From an optimization exercise on the open Yosys and OpenROAD flow, aimed at small area, a short achievable clock period and few clock cycles; shortcuts taken in it are not production practice.
In this exercise RTL edits were held to simulation tests only and were not proved equivalent to the original.

$ cat design/flow/run.sh
#!/bin/bash
# synth_recipe.tcl (not shown) runs the flow's synth.tcl, then flattens the netlist and writes it again
# the make line also repeats each setting of config.mk as NAME=value (left out here)
make -C /OpenROAD-flow-scripts/flow DESIGN_CONFIG=/design/flow/config.mk WORK_HOME=/design/flow/orfs CLKGATE_MAP_FILE= SYNTH_SCRIPT=/design/flow/synth_recipe.tcl finish
$ cat design/flow/config.mk
export PLATFORM = sky130hd
export DESIGN_NAME = ttt_main
export DESIGN_NICKNAME = ttt_main
export VERILOG_FILES = /design/flow/design.v
export SDC_FILE = /design/flow/constraint.sdc
export NUM_CORES = 4
export LEC_CHECK = 0
export CAP_MARGIN = 20
export CORE_MARGIN = 2
export CORE_UTILIZATION = 40
export SLEW_MARGIN = 20
$ cat design/flow/constraint.sdc
create_clock -name core_clock -period 6.5 [get_ports {clock_fast}]
set_input_delay 1.3000 -clock core_clock [delete_from_list [all_inputs] [get_ports {clock_fast}]]
set_output_delay 1.3000 -clock core_clock [all_outputs]
set_load 0.01 [all_outputs]
$ cat design/flow/design.v
`timescale 1ns/10ps
package ttt_pkg;
    typedef enum logic [2:0] {
        STAGE_INPUT  = 3'd0,
        STAGE_UPDATE = 3'd1,
        STAGE_SCAN   = 3'd2,
        STAGE_FANOUT = 3'd3
    } stage_e;
    typedef enum logic [2:0] {
        PROC_NOP          = 3'b000,
        PROC_SET_GOOD_THR = 3'b001,
        PROC_SET_BAD_THR  = 3'b010,
        PROC_ADD          = 3'b100,
        PROC_UPDATE       = 3'b101
    } proc_op_e;
    typedef enum logic [2:0] {
        NET_NOP         = 3'b000,
        NET_SET_FIRST   = 3'b001,
        NET_SET_TARGET  = 3'b010,
        NET_SET_WEIGHTS = 3'b011,
        NET_START       = 3'b110,
        NET_STEP        = 3'b111
    } net_op_e;
    typedef struct packed {
        logic signed [4-1:0] good;
        logic signed [4-1:0] bad;
    } token_pair_t;
    typedef union packed {
        token_pair_t                  weights;
        logic [8-1:0]    value;
    } prog_word_u;
endpackage
`timescale 1ns/10ps
module ttt_sequencer (
    input  logic                                clock_fast,
    input  logic                                reset,
    input  logic [4:0]                          instruction,
    input  logic [4-1:0]        processor_id_in,
    input  logic [6-1:0]        connection_id_in,
    input  logic [8-1:0]           prog_data,
    input  logic [4-1:0]     good_tokens_in,
    input  logic [4-1:0]     bad_tokens_in,
    output ttt_pkg::stage_e                              stage,
    output logic [4-1:0]        processor_id_out,
    output logic [1:0]                          token_startstop,
    output logic                                output_valid,
    output ttt_pkg::net_op_e                    net_op,
    output logic [4-1:0]        net_source_id,
    output logic [6-1:0]        net_connection_id,
    output ttt_pkg::prog_word_u                 net_prog,
    input  logic [4-1:0]        net_target_id,
    input  ttt_pkg::token_pair_t                net_weights,
    input  logic                                net_valid,
    input  logic                                net_done,
    output ttt_pkg::proc_op_e                   proc_op,
    output logic [4-1:0]        proc_processor_id,
    output ttt_pkg::token_pair_t                proc_tokens,
    output ttt_pkg::prog_word_u                 proc_prog,
    input  logic [1:0]                          proc_startstop
);
    localparam int NUM_PROC = 10;
    localparam int ID_BITS = 4;
    localparam logic [ID_BITS-1:0] NUM_ID = ID_BITS'(NUM_PROC);
    localparam logic [ID_BITS-1:0] DRAIN_ID = ID_BITS'(NUM_PROC + 1);
    logic [ID_BITS-1:0] scan_idx;
    logic [ID_BITS-1:0] prev_idx;
    logic [NUM_PROC-1:0] start_buf;
    logic [NUM_PROC-1:0] stop_buf;
    logic scan_start;
    logic scan_stop;
    logic prev_stop;
    always_comb begin
        scan_start = 1'b0;
        scan_stop = 1'b0;
        prev_stop = 1'b0;
        for (int i = 0; i < NUM_PROC; i++) begin
            if (scan_idx == ID_BITS'(i)) begin
                scan_start = start_buf[i];
                scan_stop = stop_buf[i];
            end
            if (prev_idx == ID_BITS'(i)) prev_stop = stop_buf[i];
        end
    end
    always_ff @(posedge clock_fast) begin
        if (reset) begin
            stage <= ttt_pkg::STAGE_INPUT;
            scan_idx <= '0;
            prev_idx <= '0;
            output_valid <= 1'b0;
            token_startstop <= 2'b00;
            processor_id_out <= '0;
            net_op <= ttt_pkg::NET_NOP;
            proc_op <= ttt_pkg::PROC_NOP;
        end else begin
            net_op <= ttt_pkg::NET_NOP;
            proc_op <= ttt_pkg::PROC_NOP;
            output_valid <= 1'b0;
            token_startstop <= 2'b00;
            case (stage)
                ttt_pkg::STAGE_INPUT: begin
                    case (instruction[4:3])
                        2'b11: begin
                            net_op <= ttt_pkg::net_op_e'(instruction[2:0]);
                            net_source_id <= processor_id_in;
                            net_connection_id <= connection_id_in;
                            net_prog <= prog_data;
                        end
                        2'b10: begin
                            proc_op <= ttt_pkg::proc_op_e'(instruction[2:0]);
                            proc_processor_id <= processor_id_in;
                            proc_prog <= prog_data;
                            proc_tokens <= prog_data;
                        end
                        default: begin
                            if (instruction[2:0] == 3'b001) begin
                                proc_op <= ttt_pkg::PROC_ADD;
                                proc_processor_id <= processor_id_in;
                                proc_tokens <= {good_tokens_in, bad_tokens_in};
                            end else if (instruction[2:0] == 3'b010) begin
                                stage <= ttt_pkg::STAGE_UPDATE;
                                proc_op <= ttt_pkg::PROC_UPDATE;
                                proc_processor_id <= '0;
                                scan_idx <= '0;
                                prev_idx <= '0;
                            end
                        end
                    endcase
                end
                ttt_pkg::STAGE_UPDATE: begin
                    if ((scan_idx != '0) && (prev_idx < NUM_ID)) begin
                        start_buf[prev_idx] <= proc_startstop[1];
                        stop_buf[prev_idx] <= proc_startstop[0];
                    end
                    if (scan_idx == DRAIN_ID) begin
                        stage <= ttt_pkg::STAGE_SCAN;
                        scan_idx <= '0;
                    end else begin
                        if (scan_idx + 1'b1 < NUM_ID) begin
                            proc_op <= ttt_pkg::PROC_UPDATE;
                            proc_processor_id <= scan_idx + 1'b1;
                        end
                        prev_idx <= scan_idx;
                        scan_idx <= scan_idx + 1'b1;
                    end
                end
                ttt_pkg::STAGE_SCAN: begin
                    if (output_valid) begin
                        net_op <= ttt_pkg::NET_START;
                        net_source_id <= prev_idx;
                        stage <= ttt_pkg::STAGE_FANOUT;
                    end else if (scan_idx == NUM_ID) begin
                        stage <= ttt_pkg::STAGE_INPUT;
                    end else begin
                        if (scan_start ^ scan_stop) begin
                            output_valid <= 1'b1;
                            processor_id_out <= scan_idx;
                            token_startstop <= {scan_start, scan_stop};
                        end
                        prev_idx <= scan_idx;
                        scan_idx <= scan_idx + 1'b1;
                    end
                end
                ttt_pkg::STAGE_FANOUT: begin
                    if (net_done) begin
                        stage <= ttt_pkg::STAGE_SCAN;
                    end else begin
                        net_op <= ttt_pkg::NET_STEP;
                    end
                    if (net_valid) begin
                        proc_op <= ttt_pkg::PROC_ADD;
                        proc_processor_id <= net_target_id;
                        if (prev_stop) begin
                            proc_tokens.good <= -net_weights.good;
                            proc_tokens.bad <= -net_weights.bad;
                        end else begin
                            proc_tokens <= net_weights;
                        end
                    end
                end
                default: begin
                    stage <= ttt_pkg::STAGE_INPUT;
                end
            endcase
        end
    end
endmodule
`timescale 1ns/10ps
module ttt_network (
    input  logic        clock_fast,
    input  logic        reset,
    input  ttt_pkg::net_op_e                    net_op,
    input  logic [4-1:0]        net_source_id,
    input  logic [6-1:0]        net_connection_id,
    input  ttt_pkg::prog_word_u                 net_prog,
    output logic [4-1:0]        net_target_id,
    output ttt_pkg::token_pair_t                net_weights,
    output logic                                net_valid,
    output logic                                net_done
);
    localparam int NUM_PROC = 10;
    localparam int NUM_CONN = 50;
    localparam int ID_BITS = 4;
    localparam int CONN_BITS = 6;
    logic [CONN_BITS-1:0] first_conn [NUM_PROC+1];
    logic [ID_BITS-1:0] target_mem [NUM_CONN];
    logic [8-1:0] weight_mem [NUM_CONN];
    logic [CONN_BITS-1:0] walk_idx;
    logic [CONN_BITS-1:0] walk_end;
    logic more_entries;
    logic [ID_BITS-1:0] next_id;
    logic [CONN_BITS-1:0] range_first;
    logic [CONN_BITS-1:0] range_end;
    logic [ID_BITS-1:0] walk_target;
    ttt_pkg::token_pair_t walk_weights;
    assign next_id = net_source_id + 1'b1;
    always_comb begin
        range_first = '0;
        range_end = '0;
        for (int i = 0; i <= NUM_PROC; i++) begin
            if (net_source_id == ID_BITS'(i)) range_first = first_conn[i];
            if (next_id == ID_BITS'(i)) range_end = first_conn[i];
        end
    end
    always_comb begin
        walk_target = '0;
        walk_weights = '0;
        for (int i = 0; i < NUM_CONN; i++) begin
            if (walk_idx == CONN_BITS'(i)) begin
                walk_target = target_mem[i];
                walk_weights = weight_mem[i];
            end
        end
    end
    assign more_entries = (walk_idx != walk_end);
    always_ff @(posedge clock_fast) begin
        if (reset) begin
            walk_idx <= '0;
            walk_end <= '0;
            net_valid <= 1'b0;
            net_done <= 1'b0;
            for (int i = 0; i <= NUM_PROC; i++) begin
                first_conn[i] <= '0;
            end
        end else begin
            net_valid <= 1'b0;
            net_done <= 1'b0;
            case (net_op)
                ttt_pkg::NET_SET_FIRST: begin
                    if (net_source_id <= ID_BITS'(NUM_PROC)) begin
                        first_conn[net_source_id] <= net_prog.value[CONN_BITS-1:0];
                    end
                end
                ttt_pkg::NET_START: begin
                    walk_idx <= range_first;
                    walk_end <= range_end;
                    net_done <= (range_first == range_end);
                end
                ttt_pkg::NET_STEP: begin
                    if (more_entries) begin
                        net_valid <= 1'b1;
                        walk_idx <= walk_idx + 1'b1;
                    end else begin
                        net_done <= 1'b1;
                    end
                end
                default: begin
                end
            endcase
        end
    end
    always_ff @(posedge clock_fast) begin
        if (net_op == ttt_pkg::NET_SET_TARGET && net_connection_id < CONN_BITS'(NUM_CONN)) begin
            target_mem[net_connection_id] <= net_prog.value[ID_BITS-1:0];
        end
        if (net_op == ttt_pkg::NET_SET_WEIGHTS && net_connection_id < CONN_BITS'(NUM_CONN)) begin
            weight_mem[net_connection_id] <= net_prog.weights;
        end
        if (net_op == ttt_pkg::NET_STEP && more_entries) begin
            net_target_id <= walk_target;
            net_weights <= walk_weights;
        end
    end
endmodule
`timescale 1ns/10ps
module ttt_processor_array (
    input  logic        clock_fast,
    input  logic        reset,
    input  ttt_pkg::proc_op_e                   proc_op,
    input  logic [4-1:0]        proc_processor_id,
    input  ttt_pkg::token_pair_t                proc_tokens,
    input  ttt_pkg::prog_word_u                 proc_prog,
    output logic [1:0]                          proc_startstop
);
    localparam int NUM_PROC = 10;
    localparam int TOK_BITS = 8;
    localparam int NEW_BITS = 4;
    localparam logic signed [TOK_BITS:0] CNT_MAX = (2 ** (TOK_BITS - 1)) - 1;
    localparam logic signed [TOK_BITS:0] CNT_MIN = -(2 ** (TOK_BITS - 1));
    logic signed [TOK_BITS-1:0] good_cnt [NUM_PROC];
    logic signed [TOK_BITS-1:0] bad_cnt [NUM_PROC];
    logic signed [TOK_BITS-1:0] good_thr [NUM_PROC];
    logic signed [TOK_BITS-1:0] bad_thr [NUM_PROC];
    logic [NUM_PROC-1:0] active_q;
    logic id_ok;
    logic sel_active;
    logic signed [TOK_BITS-1:0] sel_good;
    logic signed [TOK_BITS-1:0] sel_bad;
    logic signed [TOK_BITS-1:0] sel_gthr;
    logic signed [TOK_BITS-1:0] sel_bthr;
    logic sel_act_q;
    function automatic logic signed [TOK_BITS-1:0] sat_add(
        input logic signed [TOK_BITS-1:0] cnt,
        input logic signed [NEW_BITS-1:0] amount
    );
        logic signed [TOK_BITS:0] sum;
        sum = cnt + amount;
        if (sum > CNT_MAX) sat_add = CNT_MAX[TOK_BITS-1:0];
        else if (sum < CNT_MIN) sat_add = CNT_MIN[TOK_BITS-1:0];
        else sat_add = sum[TOK_BITS-1:0];
    endfunction
    assign id_ok = (proc_processor_id < 4'(NUM_PROC));
    always_comb begin
        sel_good = '0;
        sel_bad = '0;
        sel_gthr = '0;
        sel_bthr = '0;
        sel_act_q = 1'b0;
        for (int i = 0; i < NUM_PROC; i++) begin
            if (proc_processor_id == 4'(i)) begin
                sel_good = good_cnt[i];
                sel_bad = bad_cnt[i];
                sel_gthr = good_thr[i];
                sel_bthr = bad_thr[i];
                sel_act_q = active_q[i];
            end
        end
    end
    assign sel_active = (sel_good >= sel_gthr) && (sel_bad < sel_bthr);
    always_ff @(posedge clock_fast) begin
        if (reset) begin
            for (int i = 0; i < NUM_PROC; i++) begin
                good_cnt[i] <= '0;
                bad_cnt[i] <= '0;
                good_thr[i] <= TOK_BITS'(1);
                bad_thr[i] <= TOK_BITS'(1);
            end
            active_q <= '0;
            proc_startstop <= 2'b00;
        end else begin
            proc_startstop <= 2'b00;
            if (id_ok) begin
                case (proc_op)
                    ttt_pkg::PROC_SET_GOOD_THR: good_thr[proc_processor_id] <= $signed(proc_prog.value);
                    ttt_pkg::PROC_SET_BAD_THR:  bad_thr[proc_processor_id] <= $signed(proc_prog.value);
                    ttt_pkg::PROC_ADD: begin
                        good_cnt[proc_processor_id] <= sat_add(sel_good,
                                                              proc_tokens.good);
                        bad_cnt[proc_processor_id] <= sat_add(sel_bad,
                                                             proc_tokens.bad);
                    end
                    ttt_pkg::PROC_UPDATE: begin
                        proc_startstop <= {sel_active & ~sel_act_q,
                                          ~sel_active & sel_act_q};
                        active_q[proc_processor_id] <= sel_active;
                    end
                    default: begin
                    end
                endcase
            end
        end
    end
endmodule
`timescale 1ns/10ps
module ttt_main (
    input  logic                                reset,
    input  logic                                clock_fast,
    output logic [2:0]                          stage,
    input  logic [4-1:0]        processor_id_in,
    output logic [4-1:0]        processor_id_out,
    input  logic [4-1:0]     good_tokens_in,
    input  logic [4-1:0]     bad_tokens_in,
    output logic [1:0]                          token_startstop,
    output logic                                output_valid,
    input  logic [4:0]                          instruction,
    input  logic [6-1:0]        connection_id_in,
    input  logic [8-1:0]           prog_data
);
    ttt_pkg::net_op_e                net_op;
    logic [4-1:0]    net_source_id;
    logic [6-1:0]    net_connection_id;
    ttt_pkg::prog_word_u             net_prog;
    logic [4-1:0]    net_target_id;
    ttt_pkg::token_pair_t            net_weights;
    logic                            net_valid;
    logic                            net_done;
    ttt_pkg::proc_op_e               proc_op;
    logic [4-1:0]    proc_processor_id;
    ttt_pkg::token_pair_t            proc_tokens;
    ttt_pkg::prog_word_u             proc_prog;
    logic [1:0]                      proc_startstop;
    ttt_sequencer seq (
        .clock_fast       (clock_fast),
        .reset            (reset),
        .instruction      (instruction),
        .processor_id_in  (processor_id_in),
        .connection_id_in (connection_id_in),
        .prog_data        (prog_data),
        .good_tokens_in   (good_tokens_in),
        .bad_tokens_in    (bad_tokens_in),
        .stage            (stage),
        .processor_id_out (processor_id_out),
        .token_startstop  (token_startstop),
        .output_valid     (output_valid),
        .net_op            (net_op),
        .net_source_id     (net_source_id),
        .net_connection_id (net_connection_id),
        .net_prog          (net_prog),
        .net_target_id     (net_target_id),
        .net_weights       (net_weights),
        .net_valid         (net_valid),
        .net_done          (net_done),
        .proc_op           (proc_op),
        .proc_processor_id (proc_processor_id),
        .proc_tokens       (proc_tokens),
        .proc_prog         (proc_prog),
        .proc_startstop    (proc_startstop)
    );
    ttt_network net (
        .clock_fast (clock_fast),
        .reset      (reset),
        .net_op            (net_op),
        .net_source_id     (net_source_id),
        .net_connection_id (net_connection_id),
        .net_prog          (net_prog),
        .net_target_id     (net_target_id),
        .net_weights       (net_weights),
        .net_valid         (net_valid),
        .net_done          (net_done)
    );
    ttt_processor_array procs (
        .clock_fast (clock_fast),
        .reset      (reset),
        .proc_op           (proc_op),
        .proc_processor_id (proc_processor_id),
        .proc_tokens       (proc_tokens),
        .proc_prog         (proc_prog),
        .proc_startstop    (proc_startstop)
    );
endmodule
==> impl_metrics.json <==
{
  "outcome": "no timing/DRC/antenna violations",
  "fp.dieW_um": 356,
  "fmax_mhz": 168,
  "synthCells": 4054,
  "post-route-util_pct": 45.1,
  "clock_skew_ns": 0.0986,
  "yosys.cell_types.count": 104,
  "grt_use_total_pct": 24.4,
  "detail-route-antenna-nets": 0,
  "setup_viol": 0,
  "start_util_pct": 40.2,
  "dr.pass1.iters": 7,
  "clk_pin_slew_ns": 0.06,
  "synth_largest_area_cell": "edfxtp_1",
  "maxSlewHeadroom_pct": 23.0,
  "critical_path.top_delay_family": "simple AND/OR/NAND/NOR gates",
  "final_cell_count_no_fill": 5825,
  "htreeDepth": 3,
  "power_density_nw_per_um2": 306,
  "grtUsageMet1_pct": 35.4,
  "crit_path_end_kind": "flop",
  "finalWirelength_um": 157000,
  "wl_per_cell_um": 27.0,
  "total_power_uw": 17000,
  "yosysMostFrequentCell": "edfxtp_1",
  "startpoint_type": "flop",
  "first_iter_violations": 4765,
  "slew_viol_final": 0,
  "p_leak_uw": 0.0185,
  "clk_latency_ns": 0.79,
  "routed_via_density": 6.16,
  "cts_inserted_buffers": 115,
  "hold_start": "net.first_conn[10][0]",
  "hold_end": "net.first_conn[10][0]",
  "synthTopCellsByCount": "edfxtp_1 (1050), nor2_1 (693), nand2_1 (302), a21oi_1 (158), o21ai_0 (138)",
  "placementRows": 129,
  "fin_area_um2": 55600,
  "ys_seq_area_share_pct": 65.8,
  "gr-usage-met3_pct": 4.35,
  "syn2layout_area_growth_pct": 12.1,
  "rr_worst_depth": 17,
  "ir_worst_vdd_uv": 228,
  "dieHeight_um": 356,
  "synthFlopType": "edfxtp_1",
  "min_period_ns": 5.94,
  "remaining_drc_errors": 0,
  "synth_fp_nets": 4149,
  "syn_area_per_cell_um2": 12.2,
  "ctsHoldBuffers": 0,
  "worstPathRequired_ns": 6.94,
  "synthTopCellsByArea": "edfxtp_1 (64%), nor2_1 (5.2%), nand2_1 (2.3%)",
  "crit_slowest_cell": "nor2_1",
  "rsz0062_at_grt": "no",
  "num_vias": 35900,
  "cp.buffers_inverters": 2,
  "pin_count": 43,
  "ys_ff_latch": 1105,
  "grtUsageMet2_pct": 36.7,
  "r2r_end": "procs.bad_cnt[6][6]",
  "port_buffers": 41,
  "netlist_area_um2": 49600,
  "async_flop_share_pct": 0,
  "hold_depth": 2,
  "root_buffer": "clkbuf_16",
  "cts_tree": "built",
  "grt_pass1_wl_um": 231000,
  "cp_cell_sequence": "inv_1, ha_1, and2_1, nand2_2, buf_4, o22ai_1, nor2_1, ha_1, fa_1, a21o_1, a21oi_1, o21bai_1, a21o_1, a2111oi_4, nor4_2, nor2_1, nor2_1",
  "ff2ff_setup_slack_ns": 0.56,
  "cpPeakStageDelay_ns": 0.73,
  "cp_max_fo": 14,
  "antenna_found_initial": 3,
  "grt_max_degree": 73,
  "top_usage_layer": "met2",
  "routabilityCongestion": 0.932,
  "clock_sinks": 1105,
  "layout-drive-gt1-share_pct": 8.96,
  "hp-class": "flop to flop",
  "overflow": 0,
  "dpl_cell_area_um2": 51800,
  "dp_hpwl_um": 106000,
  "fill_cells": 11300,
  "critical_path_arrival_ns": 6.38,
  "placedCellCount": 5609,
  "synth_edf_count": 1050,
  "dieArea_um2": 127000,
  "cts_buffer_depth": 3,
  "worst_pin_slew_ns": 1.15,
  "core_area_um2": 123000,
  "final_hold_viol_count": 0,
  "max-cap-violations": 0,
  "yosys.area.top_type_share_pct": 63.6,
  "grt_pass1_vias": 34200,
  "crit_type": "flop to flop",
  "rr_startpoint": "seq.proc_processor_id[1]",
  "final_nets": 4185,
  "yosys_warnings": 3,
  "cpMostUsedCell": "nor2_1",
  "fin_setup_tns_ns": 0,
  "timing.final.crit_share_pct": 91.4
}
[what timing repair did]
item,in CTS,in global routing
buffers inserted,0,0
gates resized for setup,0,3
setup endpoints to repair,0,110
[worst min-delay path, stage by stage (launching register included)]
cell,delay [ns]
dfxtp_1,0.32
nand2_1,0.06
a21oi_1,0.05
[final cells by class]
type                       instances  area [µm²]  share of cell area (%)
clock inverter                    59         611                    1.10
antenna                            1        2.50                 0.00450
multi-input combinational       2644       15700                    28.3
clock buffer                     155        3070                    5.52
timing repair buffer             142        1170                    2.11
tap                             1637        2050                    3.69
sequential                      1105       32600                    58.7
inverter                          82         308                   0.554
[power breakdown]
part	internal (µW)	switching, µW	total [µW]
clock network	3610	2890	6500
logic	765	1670	2440
registers	7940	108	8050
[cells by family after synthesis]
kind of cell / count (synthesis) / synth area share, %
simple gates: 1517 / 14.2
flops: 1105 / 65.8
compound gates: 998 / 14.4
buf+inv: 305 / 2.62
fa+ha+maj: 62 / 1.59
mux: 35 / 0.785
xor+xnor: 31 / 0.548
other cells: 1 / 0.00756
[how the worst max path moves through the flow]
stage	start	end	slack, ns	cells past startpoint
2_1_floorplan	seq.proc_processor_id[1]	procs.good_cnt[0][0]	1.38	22
3_3_place_gp	seq.proc_processor_id[1]	procs.good_cnt[4][0]	0.70	17
3_5_place_dp	seq.proc_processor_id[1]	procs.bad_cnt[7][3]	0.45	18
4_1_cts	seq.proc_processor_id[1]	procs.bad_cnt[6][5]	0.37	18
5_1_grt	seq.proc_processor_id[1]	procs.good_cnt[0][1]	0.12	19
6_report	seq.proc_processor_id[1]	procs.bad_cnt[6][6]	0.56	17
[cells in the final DEF (no fill, tap or decap), types with 19 or more instances in the layout]
master and count:
a221oi_1 52, a21o_1 23, ha_1 55, a22oi_1 77, mux2i_1 22, o221ai_1 36, dfxtp_1 54, nand3_1 131
buf_4 101, a31oi_1 31, or3_1 24, clkdlybuf4s50_1 40, edfxtp_1 1050, a21oi_1 158, o21ai_0 137, inv_1 79
o22ai_1 99, nor2_1 690, a211o_1 26, clkinv_1 19, a221o_1 47, and3_1 30, clkbuf_16 115, nand2b_1 60
a211oi_1 44, o211ai_1 73, nand2_1 301, clkbuf_1 36, nor2b_1 35, nor3_1 78
[sequential cells by signal, indices dropped and copies added, names as in the netlist, 66 cells and up]
| signal | cells |
|---|---|
| net.first_conn | 66 |
| net.target_mem | 200 |
| net.weight_mem | 400 |
| procs.bad_cnt | 80 |
| procs.bad_thr | 80 |
| procs.good_cnt | 80 |
| procs.good_thr | 80 |
[stage by stage]
step / hold slack [ns] / setup slack [ns]
detailed placement: 0.472 / 0.449
finish: 0.474 / 0.559
global route: 0.513 / 0.120
CTS: 0.481 / 0.374
global placement: 0.459 / 0.700
floorplan: 0.443 / 1.38
[per-layer routing]
metal | part of all wire (%) | vias up
met5 | 0.0083 | -
met4 | 3.6 | 2
met3 | 9.5 | 298
met2 | 44 | 2025
met1 | 43 | 17900
li1 | - | 15700
Testbench counts, summed over its fixed seeds: cycles 15,441.

[what the ideal ports hide]
The flow's constraints put no driver on any port. The routed layout listed below was extracted and timed again, unchanged, in two steps. Step 1 (the two cells are an assumption about what drives the block):
set clk [get_ports {clock_fast}]
set_driving_cell -lib_cell sky130_fd_sc_hd__clkbuf_16 $clk
set_driving_cell -lib_cell sky130_fd_sc_hd__buf_2 [delete_from_list [all_inputs] $clk]
Step 2 times the ports against the registers' clock, not the clock port: input delays grow and output delays shrink by t, the midpoint of the rising clock arrivals with the driver on. Three values: no drivers, after step 1, after step 2; two values: the first two.
t, ns: 0.814
setup slack, ns: 0.559 / 0.559 / 0.559
hold slack, ns: 0.474 / 0.474 / 0.474
worst register clock-pin slew, ns: 0.07 / 0.07
After both steps setup and hold are still met in this run. For this run, drivers alone change the setup slack by 0.000 ns; drivers and shift together by 0.000 ns.
